This design comes from an exercise in tuning for a short achievable clock period and few clock cycles on the open sky130 flow, not from production work.
Function was checked by simulation only, so behaviour that the tests miss may differ from the original.

the baseline:
Design legv8Top, start of the top module:
module legv8Top (
    input  logic                   clk,
    input  logic                   rstN,
    output logic [64-1:0] instrAddr,
    input  logic [31:0]            instr,
    output logic                   wbCyc,
    output logic                   wbStb,
    output logic                   wbWe,
    output logic [64-1:0] wbAdr,
    output logic [64-1:0] wbDatW,
    input  logic                   wbAck,
    input  logic [64-1:0] wbDatR
);
==> flow/config.mk <==
export PLATFORM = sky130hd
export DESIGN_NAME = legv8Top
export DESIGN_NICKNAME = legv8Top
export VERILOG_FILES = /design/flow/design.v
export SDC_FILE = /design/flow/constraint.sdc
export NUM_CORES = 8
export LEC_CHECK = 0
export ABC_CLOCK_PERIOD_IN_PS = 1000
export CAP_MARGIN = 50
export CELL_PAD_IN_SITES_DETAIL_PLACEMENT = 2
export CELL_PAD_IN_SITES_GLOBAL_PLACEMENT = 2
export CORE_MARGIN = 2
export CORE_UTILIZATION = 30
export PLACE_DENSITY = 0.5
export SLEW_MARGIN = 70
# Added to bench's config.mk by flow/run.sh.
# Timing repair aims for this much setup slack at the 15 ns clock, so that it
# works on the paths that set the achieved period (about 15 - 10.5 ns).
export SETUP_SLACK_MARGIN = 10.5
export TNS_END_PERCENT = 100
# Skip the floorplan-stage repair (it runs on wire-load estimates and does
# not converge with the margin above); ABC's buffers are removed instead.
export REMOVE_ABC_BUFFERS = 1
# Port buffers from the plain buffer family, so that repair can size them.
export BUFFER_PORTS_ARGS = -buffer_cell sky130_fd_sc_hd__buf_4
==> flow/constraint.sdc <==
create_clock -name core_clock -period 15.0 [get_ports {clk}]
set_input_delay 3.0000 -clock core_clock [delete_from_list [all_inputs] [get_ports {clk}]]
set_output_delay 3.0000 -clock core_clock [all_outputs]
set_load 0.01 [all_outputs]
standard.sh (not shown) runs the stock make flow with config.mk's settings and CLKGATE_MAP_FILE= SYNTH_SCRIPT=/design/flow/synth_recipe.tcl, a recipe that flattens the netlist after the stock synthesis.
==> flow/flow/run.sh <==
#!/bin/bash
# Layout flow: the standard ORFS flow (standard.sh, with its synthesis
# unchanged) with a few extra settings from flow/extra.mk appended to
# the standard flow's config.mk. Each tool's output is in standard_flow.log and in the
# ORFS logs under orfs/logs/.
set -euo pipefail
cat flow/extra.mk >> config.mk
bash standard.sh finish > standard_flow.log 2>&1
==> flow/flow/extra.mk <==
# Added to the standard flow's config.mk by flow/run.sh.
# Timing repair aims for this much setup slack at the 15 ns clock, so that it
# works on the paths that set the achieved period (about 15 - 10.5 ns).
export SETUP_SLACK_MARGIN = 10.5
export TNS_END_PERCENT = 100
# Skip the floorplan-stage repair (it runs on wire-load estimates and does
# not converge with the margin above); ABC's buffers are removed instead.
export REMOVE_ABC_BUFFERS = 1
# Port buffers from the plain buffer family, so that repair can size them.
export BUFFER_PORTS_ARGS = -buffer_cell sky130_fd_sc_hd__buf_4
Testbench counts of the baseline, summed over its fixed seeds: cycles 124,192.
Input-level comparison between the candidate and the baseline:
--- a/flow/design.v
+++ b/flow/design.v
@@ -103,13 +103,14 @@
     logic [63:0] qAdr [QD];
     logic [63:0] qDat [QD];
     logic [4:0]  qRd  [QD];
     logic [QW-1:0] qHead, qTail;
     logic [QW:0]   qCnt;
     logic [51:0] pcHiOut;
-    assign instrAddr = {pcHiOut, pcLo, pcB};
+    logic [1:0]  pcBOut;
+    assign instrAddr = {pcHiOut, pcLo, pcBOut};
     assign wbCyc  = busV;
     assign wbStb  = busV;
     assign wbWe   = busWe;
     assign wbAdr  = busAdr;
     assign wbDatW = busDat;
     function automatic logic [30:0] oneHot(input logic [4:0] idx);
@@ -278,12 +279,19 @@
         else if (redirectLate)  pcHiOut <= rdTgt19[63:12];
         else if (setFull)  pcHiOut <= fullT[63:12];
         else               pcHiOut <= hiTrue;
     end
     logic brX;
     assign brX = ~rdStall & ~redirectEarly & ~take26 & ~take19 & fBr30;
+    always_ff @(posedge clk) begin
+        if (redirectBus)        pcBOut <= wbDatR[1:0];
+        else if (redirectLate)  pcBOut <= rdTgt19[1:0];
+        else if (setFull)       pcBOut <= fullT[1:0];
+        else if (brX)           pcBOut <= x30[1:0];
+        else                    pcBOut <= pcB;
+    end
     always_ff @(posedge clk or negedge rstN) begin
         if (!rstN) begin
             pcLo  <= '0;
             pcHiQ <= '0;
             pcB   <= '0;
             dOff  <= '0;
@@ -376,14 +384,14 @@
             rRm        <= fRmx;
             rRt        <= fRt;
             rWrIdx     <= fBL ? 5'd30 : fRt;
             rSelA      <= oneHot(fRn);
             rSelM      <= oneHot(fRmx);
             rSelT      <= oneHot(fRt);
-            rNeed      <= (fUseA ? oneHot(fRn) : 31'd0) | (fUseM ? oneHot(fRm) : 31'd0) |
-                          (fST ? oneHot(fRt) : 31'd0) | (fWr ? oneHot(fBL ? 5'd30 : fRt) : 31'd0);
+            rNeed      <= (fUseA ? (oneHot(fRn) | oneHot(fRt)) : 31'd0) |
+                          (fUseM ? oneHot(fRm) : 31'd0) | {fBL, 30'd0};
             rI         <= instr[25:0];
             rPc        <= pcFull;
         end
     end
     logic [63:0] rdImm;
     logic        rUseImm;
==> comparison <==
- The candidate | status: complete | timing, DRC, antenna: pass
- Sort the baseline and the candidate by critical path depth desc -> top: the candidate
- Between the baseline and the candidate, the difference in synthesized-area fraction occupied by and/or/nand/nor cells is negligible.
- [compare] base=the baseline new=the candidate: distinct cell type count after synthesis went down 0.90%, global-route usage fell 2.4 points, final design instance area without fill went down 1.6%, cell count moved down, maximum frequency has increased.
- Compare the baseline and the candidate | detailed-route wire length on metal 1 lower: the candidate
Testbench counts of the candidate, summed over its fixed seeds: cycles 124,192.

[separate check: timing with driven ports]
The flow's constraints put no driver on any port. The routed layouts listed below were extracted and timed again, unchanged, in two steps.
Step 1 (the two cells are an assumption about what drives the block):
set clk [get_ports {clk}]
set_driving_cell -lib_cell sky130_fd_sc_hd__clkbuf_16 $clk
set_driving_cell -lib_cell sky130_fd_sc_hd__buf_2 [delete_from_list [all_inputs] $clk]
Step 2 times the ports against the registers' clock, not the clock port: input delays grow and output delays shrink by t, the midpoint of the rising clock arrivals with the driver on.
Three values: ideal, step 1, step 2; two values: the first two.
| run | shift t [ns] | setup WS [ns] | worst hold slack (ns) | latest minus earliest clock arrival (ns) |
|---|---|---|---|---|
| the baseline | 1.236 | 10.163 / 10.019 / 9.129 | 0.455 / 0.455 / 0.455 | 0.098 / 0.098 |
| the candidate | 1.242 | 10.246 / 10.106 / 9.141 | 0.450 / 0.450 / 0.450 | 0.130 / 0.130 |
After both steps setup and hold are still met in every run listed. For the candidate, which loses most, drivers alone change the setup slack by -0.140 ns; drivers and shift together by -1.105 ns.
